Context: an optimization exercise on an open-source flow, tuned for small area, a short achievable clock period and few clock cycles per item. The choices shown serve that exercise and are no tape-out recipe. RTL that was checked went through simulation tests only; none was proved equivalent to the original. Power and IR drop assume default switching activity.

==> v20: inputs <==
==> flow/design.v (excerpt) <==
module mips_arith_top (
   input  wire        clk,
   input  wire        arst_n,
   input  wire        inst_req,
   input  wire [31:0] inst,
   output wire        inst_ack,
   output wire        wb_req,
   output wire [4:0]  wb_dest,
   output wire [31:0] wb_value,
   input  wire        wb_ack,
   output wire        except
);
Settings: LEC_CHECK=0, CAP_MARGIN=20, CORE_MARGIN=2, CORE_UTILIZATION=45, PLACE_DENSITY=0.6, SETUP_SLACK_MARGIN=5, SLEW_MARGIN=20, TNS_END_PERCENT=3; clock period 8.0 ns.
run.sh (not shown) runs the stock make flow with config.mk's settings and CLKGATE_MAP_FILE= SYNTH_SCRIPT=/design/flow/synth_recipe.tcl, a recipe that flattens the netlist after the stock synthesis.
==> inputs of v27, as changes to v20 <==
--- a/flow/design.v
+++ b/flow/design.v
@@ -38,20 +38,20 @@
 `default_nettype none
 package core_pkg;
    typedef struct packed {
       logic sum;
       logic logic_op;
       logic lt;
-      logic shift_right;
-      logic shift_left;
+      logic shift;
    } res_sel_t;
    typedef struct packed {
       res_sel_t  sel;
       logic      sub;
       logic      lt_unsigned;
       logic [1:0] logic_fn;
+      logic      shift_left;
       logic      shift_arith;
    } exec_ctrl_t;
 endpackage
 `default_nettype wire
 `default_nettype none
 module mips_decode
@@ -82,14 +82,14 @@
       if (rtype) begin
          case (funct)
             mips_isa_pkg::FN_SLL, mips_isa_pkg::FN_SRL, mips_isa_pkg::FN_SRA,
             mips_isa_pkg::FN_SLLV, mips_isa_pkg::FN_SRLV, mips_isa_pkg::FN_SRAV: begin
                known            = 1'b1;
                a_shamt          = !funct[2];
-               ctrl.sel.shift_left  = !funct[1];
-               ctrl.sel.shift_right = funct[1];
+               ctrl.sel.shift   = 1'b1;
+               ctrl.shift_left  = !funct[1];
                ctrl.shift_arith = funct[0];
             end
             mips_isa_pkg::FN_ADD, mips_isa_pkg::FN_ADDU: begin
                known        = 1'b1;
                ctrl.sel.sum = 1'b1;
             end
@@ -152,21 +152,22 @@
 `default_nettype wire
 `default_nettype none
 module regfile
 (
    input  logic     clk,
    input  logic     arst_n,
-   input  mips_isa_pkg::reg_num_t rd_num_next,
+   input  mips_isa_pkg::reg_num_t rd_num,
    output mips_isa_pkg::word_t    rd_data,
    input  mips_isa_pkg::reg_num_t wr_num,
    input  mips_isa_pkg::word_t    wr_data,
    input  logic     wr_en
 );
    mips_isa_pkg::word_t regs [1:32-1];
    logic [32-1:1] written_q;
    logic [32-1:0] written;
+   mips_isa_pkg::word_t rd_raw;
    always_ff @(posedge clk or negedge arst_n) begin
       if (!arst_n) begin
          written_q <= '0;
       end else if (wr_en && (wr_num != '0)) begin
          written_q[wr_num] <= 1'b1;
       end
@@ -174,61 +175,47 @@
    always_ff @(posedge clk) begin
       if (wr_en && (wr_num != '0)) begin
          regs[wr_num] <= wr_data;
       end
    end
    assign written = {written_q, 1'b0};
-   logic [32-1:1] rd_sel_q;
-   always_ff @(posedge clk) begin
-      for (int i = 1; i < 32; i++) begin
-         rd_sel_q[i] <= (rd_num_next == i[4:0]) &&
-                        (written[i] || (wr_en && (wr_num == i[4:0])));
-      end
-   end
-   always_comb begin
-      rd_data = '0;
-      for (int i = 1; i < 32; i++) begin
-         rd_data = rd_data | (regs[i] & {32{rd_sel_q[i]}});
-      end
-   end
+   assign rd_raw  = regs[rd_num];
+   assign rd_data = written[rd_num] ? rd_raw : '0;
 endmodule
 `default_nettype wire
 `default_nettype none
 module issue_stage
 (
    input  logic     clk,
    input  logic     arst_n,
    input  logic     inst_req,
    input  mips_isa_pkg::word_t    inst,
    output logic     inst_ack,
    output logic     except,
-   output mips_isa_pkg::reg_num_t rd_num_next,
+   output mips_isa_pkg::reg_num_t rd_num,
    input  mips_isa_pkg::word_t    rd_data,
    input  logic     ex_valid,
+   input  logic     ex_written,
    input  logic     ex_leave,
-   input  logic     wr_pend,
-   input  mips_isa_pkg::reg_num_t wr_num,
-   input  mips_isa_pkg::word_t    wr_data,
+   input  mips_isa_pkg::reg_num_t ex_dest,
+   input  mips_isa_pkg::word_t    ex_result,
    output logic     push,
    output mips_isa_pkg::word_t    op_a,
-   output logic [4:0] op_shamt,
    output mips_isa_pkg::word_t    op_b,
    output mips_isa_pkg::reg_num_t op_dest,
    output core_pkg::exec_ctrl_t   op_ctrl
 );
    logic                   s1_q;
    logic                   s2_q;
    mips_isa_pkg::word_t    ir_q;
+   mips_isa_pkg::reg_num_t rd_num_q;
    mips_isa_pkg::word_t    a_q;
-   logic [4:0]             shamt_q;
    logic                   ir_free;
    logic                   accept;
    logic                   s1_adv;
-   logic                   fwd_rs;
-   logic                   fwd_rt;
-   logic                   a_fix;
+   logic                   fwd;
    logic                   in_known;
    logic                   known;
    logic                   a_shamt;
    logic                   a_zero;
    logic                   use_imm;
    mips_isa_pkg::word_t    imm_b;
@@ -253,37 +240,16 @@
       .ctrl    (op_ctrl)
    );
    assign ir_free = !s1_q && (!s2_q || !ex_valid);
    assign accept  = inst_req && !inst_ack && ir_free;
    assign s1_adv  = s1_q && (!ex_valid || ex_leave);
    assign push    = s2_q && !ex_valid;
-   assign fwd_rs = wr_pend && (wr_num != '0) && (wr_num == ir_q[25:21]);
-   assign fwd_rt = wr_pend && (wr_num != '0) && (wr_num == ir_q[20:16]);
-   assign a_fix  = push && fwd_rs && !a_shamt && !a_zero;
-   always_comb begin
-      if (ir_free) begin
-         rd_num_next = inst[25:21];
-      end else if (s1_q && !s1_adv) begin
-         rd_num_next = ir_q[25:21];
-      end else begin
-         rd_num_next = ir_q[20:16];
-      end
-   end
-   assign op_a     = a_q;
-   assign op_shamt = shamt_q;
-   always_comb begin
-      mips_isa_pkg::word_t b;
-      b = use_imm ? imm_b : (fwd_rt ? wr_data : rd_data);
-      for (int i = 0; i < 32; i++) begin
-         if (op_ctrl.sel.shift_left) begin
-            op_b[i] = b[31-i];
-         end else begin
-            op_b[i] = b[i] ^ op_ctrl.sub;
-         end
-      end
-   end
+   assign fwd = ex_valid && !ex_written && (ex_dest != '0) && (ex_dest == ir_q[25:21]);
+   assign rd_num = rd_num_q;
+   assign op_a   = a_q;
+   assign op_b   = use_imm ? imm_b : rd_data;
    always_ff @(posedge clk or negedge arst_n) begin
       if (!arst_n) begin
          inst_ack <= 1'b0;
          except   <= 1'b0;
          s1_q     <= 1'b0;
          s2_q     <= 1'b0;
@@ -307,115 +273,116 @@
             s2_q <= 1'b0;
          end
       end
    end
    always_ff @(posedge clk) begin
       if (ir_free) begin
-         ir_q <= inst;
+         ir_q     <= inst;
+         rd_num_q <= inst[25:21];
+      end else if (s1_q && !s1_adv) begin
+         rd_num_q <= ir_q[25:21];
+      end else begin
+         rd_num_q <= ir_q[20:16];
       end
       if (s1_adv) begin
          if (a_shamt) begin
             a_q <= {27'd0, ir_q[10:6]};
          end else if (a_zero) begin
             a_q <= '0;
-         end else if (fwd_rs) begin
-            a_q <= wr_data;
+         end else if (fwd) begin
+            a_q <= ex_result;
          end else begin
             a_q <= rd_data;
          end
-      end else if (a_fix) begin
-         a_q <= wr_data;
-      end
-      if (s1_adv && (op_ctrl.sel.shift_left || op_ctrl.sel.shift_right)) begin
-         if (a_shamt) begin
-            shamt_q <= ir_q[10:6];
-         end else if (fwd_rs) begin
-            shamt_q <= wr_data[4:0];
-         end else begin
-            shamt_q <= rd_data[4:0];
-         end
-      end else if (a_fix && (op_ctrl.sel.shift_left || op_ctrl.sel.shift_right)) begin
-         shamt_q <= wr_data[4:0];
       end
    end
 endmodule
 `default_nettype wire
 `default_nettype none
 module execute_stage
 (
    input  logic       clk,
    input  logic       arst_n,
    input  logic       push,
    input  mips_isa_pkg::word_t    op_a,
-   input  logic [4:0] op_shamt,
    input  mips_isa_pkg::word_t    op_b,
    input  mips_isa_pkg::reg_num_t op_dest,
    input  core_pkg::exec_ctrl_t   op_ctrl,
    input  logic       wb_ack,
    output logic       valid,
+   output logic       written,
    output logic       leave,
-   output logic       wr_pend,
-   output mips_isa_pkg::reg_num_t wr_num,
+   output mips_isa_pkg::reg_num_t dest,
+   output mips_isa_pkg::word_t    result,
+   output logic       wr_en,
    output logic       wb_req,
    output mips_isa_pkg::reg_num_t wb_dest,
    output mips_isa_pkg::word_t    wb_value
 );
    core_pkg::exec_ctrl_t ctrl_q;
-   mips_isa_pkg::reg_num_t dest;
-   mips_isa_pkg::word_t  result;
    mips_isa_pkg::word_t  b_q;
    mips_isa_pkg::word_t  a;
    mips_isa_pkg::word_t  b;
-   mips_isa_pkg::word_t  sum;
-   logic                 b_sign;
+   logic [32:0]          sum;
    logic                 lt;
    mips_isa_pkg::word_t  logic_res;
+   mips_isa_pkg::word_t  shift_in;
+   mips_isa_pkg::word_t  shift_out;
    mips_isa_pkg::word_t  shift_res;
    logic                 fill;
    assign a = op_a;
    assign b = b_q;
-   assign sum = a + b + {31'd0, ctrl_q.sub};
-   assign b_sign = !b[31];
-   assign lt = (a[31] ^ b_sign) ? (ctrl_q.lt_unsigned ? b_sign : a[31]) : sum[31];
+   assign sum = {1'b0, a} + {1'b0, b ^ {32{ctrl_q.sub}}} + {32'd0, ctrl_q.sub};
+   assign lt = (a[31] ^ b[31]) ? (ctrl_q.lt_unsigned ? b[31] : a[31]) : sum[31];
    always_comb begin
       case (ctrl_q.logic_fn)
          2'b00:   logic_res = a & b;
          2'b01:   logic_res = a | b;
          2'b10:   logic_res = a ^ b;
          default: logic_res = ~(a | b);
       endcase
    end
+   always_comb begin
+      for (int i = 0; i < 32; i++) begin
+         shift_in[i] = ctrl_q.shift_left ? b[31-i] : b[i];
+      end
+   end
    assign fill = ctrl_q.shift_arith & b[31];
    always_comb begin
       logic [63:0] wide;
-      wide      = {{32{fill}}, b} >> op_shamt;
-      shift_res = wide[31:0];
+      wide      = {{32{fill}}, shift_in} >> a[4:0];
+      shift_out = wide[31:0];
    end
    always_comb begin
-      result = '0;
-      if (ctrl_q.sel.sum)         result = result | sum;
-      if (ctrl_q.sel.logic_op)    result = result | logic_res;
-      if (ctrl_q.sel.lt)          result = result | {31'd0, lt};
-      if (ctrl_q.sel.shift_right) result = result | shift_res;
       for (int i = 0; i < 32; i++) begin
-         if (ctrl_q.sel.shift_left) result[i] = result[i] | shift_res[31-i];
+         shift_res[i] = ctrl_q.shift_left ? shift_out[31-i] : shift_out[i];
       end
    end
+   always_comb begin
+      result = '0;
+      if (ctrl_q.sel.sum)      result = result | sum[31:0];
+      if (ctrl_q.sel.logic_op) result = result | logic_res;
+      if (ctrl_q.sel.lt)       result = result | {31'd0, lt};
+      if (ctrl_q.sel.shift)    result = result | shift_res;
+   end
    assign leave = valid && !wb_req && !wb_ack;
+   assign wr_en = valid && !written;
    always_ff @(posedge clk or negedge arst_n) begin
       if (!arst_n) begin
          valid   <= 1'b0;
-         wr_pend <= 1'b0;
+         written <= 1'b0;
          wb_req  <= 1'b0;
       end else begin
          if (push) begin
-            valid <= 1'b1;
+            valid   <= 1'b1;
+            written <= 1'b0;
          end else if (leave) begin
-            valid <= 1'b0;
+            valid   <= 1'b0;
+         end else if (valid) begin
+            written <= 1'b1;
          end
-         wr_pend <= leave;
          if (wb_req) begin
             if (wb_ack) begin
                wb_req <= 1'b0;
             end
          end else if (valid && !wb_ack) begin
             wb_req <= 1'b1;
@@ -425,15 +392,12 @@
    always_ff @(posedge clk) begin
       if (push) begin
          ctrl_q <= op_ctrl;
          b_q    <= op_b;
          dest   <= op_dest;
       end
-      if (leave) begin
-         wr_num <= dest;
-      end
       if (!wb_req) begin
          wb_dest  <= dest;
          wb_value <= result;
       end
    end
 endmodule
@@ -449,68 +413,69 @@
    output logic       wb_req,
    output mips_isa_pkg::reg_num_t   wb_dest,
    output mips_isa_pkg::word_t      wb_value,
    input  logic       wb_ack,
    output logic       except
 );
-   mips_isa_pkg::reg_num_t rd_num_next;
+   mips_isa_pkg::reg_num_t rd_num;
    mips_isa_pkg::word_t    rd_data;
    logic                   ex_valid;
+   logic                   ex_written;
    logic                   ex_leave;
-   logic                   wr_pend;
+   mips_isa_pkg::reg_num_t ex_dest;
+   mips_isa_pkg::word_t    ex_result;
+   logic                   wr_en;
    logic                   push;
    mips_isa_pkg::word_t    op_a;
-   logic [4:0]             op_shamt;
-   mips_isa_pkg::reg_num_t wr_num;
    mips_isa_pkg::word_t    op_b;
    mips_isa_pkg::reg_num_t op_dest;
    core_pkg::exec_ctrl_t   op_ctrl;
    issue_stage i_issue_stage (
       .clk        (clk),
       .arst_n     (arst_n),
       .inst_req   (inst_req),
       .inst       (inst),
       .inst_ack   (inst_ack),
       .except     (except),
-      .rd_num_next (rd_num_next),
+      .rd_num     (rd_num),
       .rd_data    (rd_data),
       .ex_valid   (ex_valid),
+      .ex_written (ex_written),
       .ex_leave   (ex_leave),
-      .wr_pend    (wr_pend),
-      .wr_num     (wr_num),
-      .wr_data    (wb_value),
+      .ex_dest    (ex_dest),
+      .ex_result  (ex_result),
       .push       (push),
       .op_a       (op_a),
-      .op_shamt   (op_shamt),
       .op_b       (op_b),
       .op_dest    (op_dest),
       .op_ctrl    (op_ctrl)
    );
    regfile i_regfile (
       .clk     (clk),
       .arst_n  (arst_n),
-      .rd_num_next (rd_num_next),
+      .rd_num  (rd_num),
       .rd_data (rd_data),
-      .wr_num  (wr_num),
-      .wr_data (wb_value),
-      .wr_en   (wr_pend)
+      .wr_num  (ex_dest),
+      .wr_data (ex_result),
+      .wr_en   (wr_en)
    );
    execute_stage i_execute_stage (
       .clk      (clk),
       .arst_n   (arst_n),
       .push     (push),
       .op_a     (op_a),
-      .op_shamt (op_shamt),
       .op_b     (op_b),
       .op_dest  (op_dest),
       .op_ctrl  (op_ctrl),
       .wb_ack   (wb_ack),
       .valid    (ex_valid),
+      .written  (ex_written),
       .leave    (ex_leave),
-      .wr_pend  (wr_pend),
-      .wr_num   (wr_num),
+      .dest     (ex_dest),
+      .result   (ex_result),
+      .wr_en    (wr_en),
       .wb_req   (wb_req),
       .wb_dest  (wb_dest),
       .wb_value (wb_value)
    );
 endmodule
 `default_nettype wire
Settings changed: CORE_UTILIZATION 45 to 25, PLACE_DENSITY 0.6 to 0.5, SETUP_SLACK_MARGIN 5 to unset, TNS_END_PERCENT 3 to unset.
==> inputs of v22, as changes to v20 <==
--- a/flow/design.v
+++ b/flow/design.v
@@ -207,22 +207,20 @@
    input  logic     ex_leave,
    input  logic     wr_pend,
    input  mips_isa_pkg::reg_num_t wr_num,
    input  mips_isa_pkg::word_t    wr_data,
    output logic     push,
    output mips_isa_pkg::word_t    op_a,
-   output logic [4:0] op_shamt,
    output mips_isa_pkg::word_t    op_b,
    output mips_isa_pkg::reg_num_t op_dest,
    output core_pkg::exec_ctrl_t   op_ctrl
 );
    logic                   s1_q;
    logic                   s2_q;
    mips_isa_pkg::word_t    ir_q;
    mips_isa_pkg::word_t    a_q;
-   logic [4:0]             shamt_q;
    logic                   ir_free;
    logic                   accept;
    logic                   s1_adv;
    logic                   fwd_rs;
    logic                   fwd_rt;
    logic                   a_fix;
@@ -265,14 +263,13 @@
       end else if (s1_q && !s1_adv) begin
          rd_num_next = ir_q[25:21];
       end else begin
          rd_num_next = ir_q[20:16];
       end
    end
-   assign op_a     = a_q;
-   assign op_shamt = shamt_q;
+   assign op_a   = a_q;
    always_comb begin
       mips_isa_pkg::word_t b;
       b = use_imm ? imm_b : (fwd_rt ? wr_data : rd_data);
       for (int i = 0; i < 32; i++) begin
          if (op_ctrl.sel.shift_left) begin
             op_b[i] = b[31-i];
@@ -322,42 +319,29 @@
          end else begin
             a_q <= rd_data;
          end
       end else if (a_fix) begin
          a_q <= wr_data;
       end
-      if (s1_adv && (op_ctrl.sel.shift_left || op_ctrl.sel.shift_right)) begin
-         if (a_shamt) begin
-            shamt_q <= ir_q[10:6];
-         end else if (fwd_rs) begin
-            shamt_q <= wr_data[4:0];
-         end else begin
-            shamt_q <= rd_data[4:0];
-         end
-      end else if (a_fix && (op_ctrl.sel.shift_left || op_ctrl.sel.shift_right)) begin
-         shamt_q <= wr_data[4:0];
-      end
    end
 endmodule
 `default_nettype wire
 `default_nettype none
 module execute_stage
 (
    input  logic       clk,
    input  logic       arst_n,
    input  logic       push,
    input  mips_isa_pkg::word_t    op_a,
-   input  logic [4:0] op_shamt,
    input  mips_isa_pkg::word_t    op_b,
    input  mips_isa_pkg::reg_num_t op_dest,
    input  core_pkg::exec_ctrl_t   op_ctrl,
    input  logic       wb_ack,
    output logic       valid,
    output logic       leave,
    output logic       wr_pend,
-   output mips_isa_pkg::reg_num_t wr_num,
    output logic       wb_req,
    output mips_isa_pkg::reg_num_t wb_dest,
    output mips_isa_pkg::word_t    wb_value
 );
    core_pkg::exec_ctrl_t ctrl_q;
    mips_isa_pkg::reg_num_t dest;
@@ -384,13 +368,13 @@
          default: logic_res = ~(a | b);
       endcase
    end
    assign fill = ctrl_q.shift_arith & b[31];
    always_comb begin
       logic [63:0] wide;
-      wide      = {{32{fill}}, b} >> op_shamt;
+      wide      = {{32{fill}}, b} >> a[4:0];
       shift_res = wide[31:0];
    end
    always_comb begin
       result = '0;
       if (ctrl_q.sel.sum)         result = result | sum;
       if (ctrl_q.sel.logic_op)    result = result | logic_res;
@@ -425,15 +409,12 @@
    always_ff @(posedge clk) begin
       if (push) begin
          ctrl_q <= op_ctrl;
          b_q    <= op_b;
          dest   <= op_dest;
       end
-      if (leave) begin
-         wr_num <= dest;
-      end
       if (!wb_req) begin
          wb_dest  <= dest;
          wb_value <= result;
       end
    end
 endmodule
@@ -456,14 +437,12 @@
    mips_isa_pkg::word_t    rd_data;
    logic                   ex_valid;
    logic                   ex_leave;
    logic                   wr_pend;
    logic                   push;
    mips_isa_pkg::word_t    op_a;
-   logic [4:0]             op_shamt;
-   mips_isa_pkg::reg_num_t wr_num;
    mips_isa_pkg::word_t    op_b;
    mips_isa_pkg::reg_num_t op_dest;
    core_pkg::exec_ctrl_t   op_ctrl;
    issue_stage i_issue_stage (
       .clk        (clk),
       .arst_n     (arst_n),
@@ -473,44 +452,41 @@
       .except     (except),
       .rd_num_next (rd_num_next),
       .rd_data    (rd_data),
       .ex_valid   (ex_valid),
       .ex_leave   (ex_leave),
       .wr_pend    (wr_pend),
-      .wr_num     (wr_num),
+      .wr_num     (wb_dest),
       .wr_data    (wb_value),
       .push       (push),
       .op_a       (op_a),
-      .op_shamt   (op_shamt),
       .op_b       (op_b),
       .op_dest    (op_dest),
       .op_ctrl    (op_ctrl)
    );
    regfile i_regfile (
       .clk     (clk),
       .arst_n  (arst_n),
       .rd_num_next (rd_num_next),
       .rd_data (rd_data),
-      .wr_num  (wr_num),
+      .wr_num  (wb_dest),
       .wr_data (wb_value),
       .wr_en   (wr_pend)
    );
    execute_stage i_execute_stage (
       .clk      (clk),
       .arst_n   (arst_n),
       .push     (push),
       .op_a     (op_a),
-      .op_shamt (op_shamt),
       .op_b     (op_b),
       .op_dest  (op_dest),
       .op_ctrl  (op_ctrl),
       .wb_ack   (wb_ack),
       .valid    (ex_valid),
       .leave    (ex_leave),
       .wr_pend  (wr_pend),
-      .wr_num   (wr_num),
       .wb_req   (wb_req),
       .wb_dest  (wb_dest),
       .wb_value (wb_value)
    );
 endmodule
 `default_nettype wire
Settings changed: TNS_END_PERCENT 3 to unset.
==> notes <==
Design area, highest first: v27, v22, v20.
Core utilization, highest first: v22, v20, v27.
v20 finished clean. v27 completed without violations. v22 went through all stages and came out clean.
Against v22, the die area of v20 is larger by 1.7%.
Against v27, the sequential power of v22 is higher by about 2%.
Of v22 and v20, v20 has the higher sequential cell count (gap 10).
Against v27, the combinational power of v22 is larger by about 4%.
Against v27, the routed wire length of v22 is higher by 15%.
Testbench counts of v27, summed over its fixed seeds: cycles 4,824, insts 2,400.
Testbench counts of v22, summed over its fixed seeds: cycles 4,824, insts 2,400.
Function not checked in v20: the RTL went through the layout flow alone.

[port drivers added, routing unchanged]
Ports are ideal in the flow. The routed layouts listed here were re-timed in OpenROAD.
Step 1 (the two cells are an assumption about what drives the block):
set clk [get_ports {clk}]
set_driving_cell -lib_cell sky130_fd_sc_hd__clkbuf_16 $clk
set_driving_cell -lib_cell sky130_fd_sc_hd__buf_2 [delete_from_list [all_inputs] $clk]
Step 2 moves the port delays by t, midway between the first and last clock arrival at a register: inputs arrive t later, outputs are due t later. That takes back most of the time a late clock gives input paths.
Slacks: ideal / step 1 / step 2; pairs: ideal / step 1.
run	t (ns)	slack for setup (ns)	worst hold slack (ns)	pins driven straight from the clock port
v20	0.809	4.622 / 4.622 / 4.064	0.466 / 0.466 / 0.466	1
v27	0.827	3.044 / 3.044 / 3.044	0.468 / 0.468 / 0.468	1
v22	0.782	4.765 / 4.697 / 4.361	0.410 / 0.410 / 0.410	1
After both steps setup and hold are still met in every run listed. For v20, which loses most, drivers alone change the setup slack by 0.000 ns; drivers and shift together by -0.558 ns.
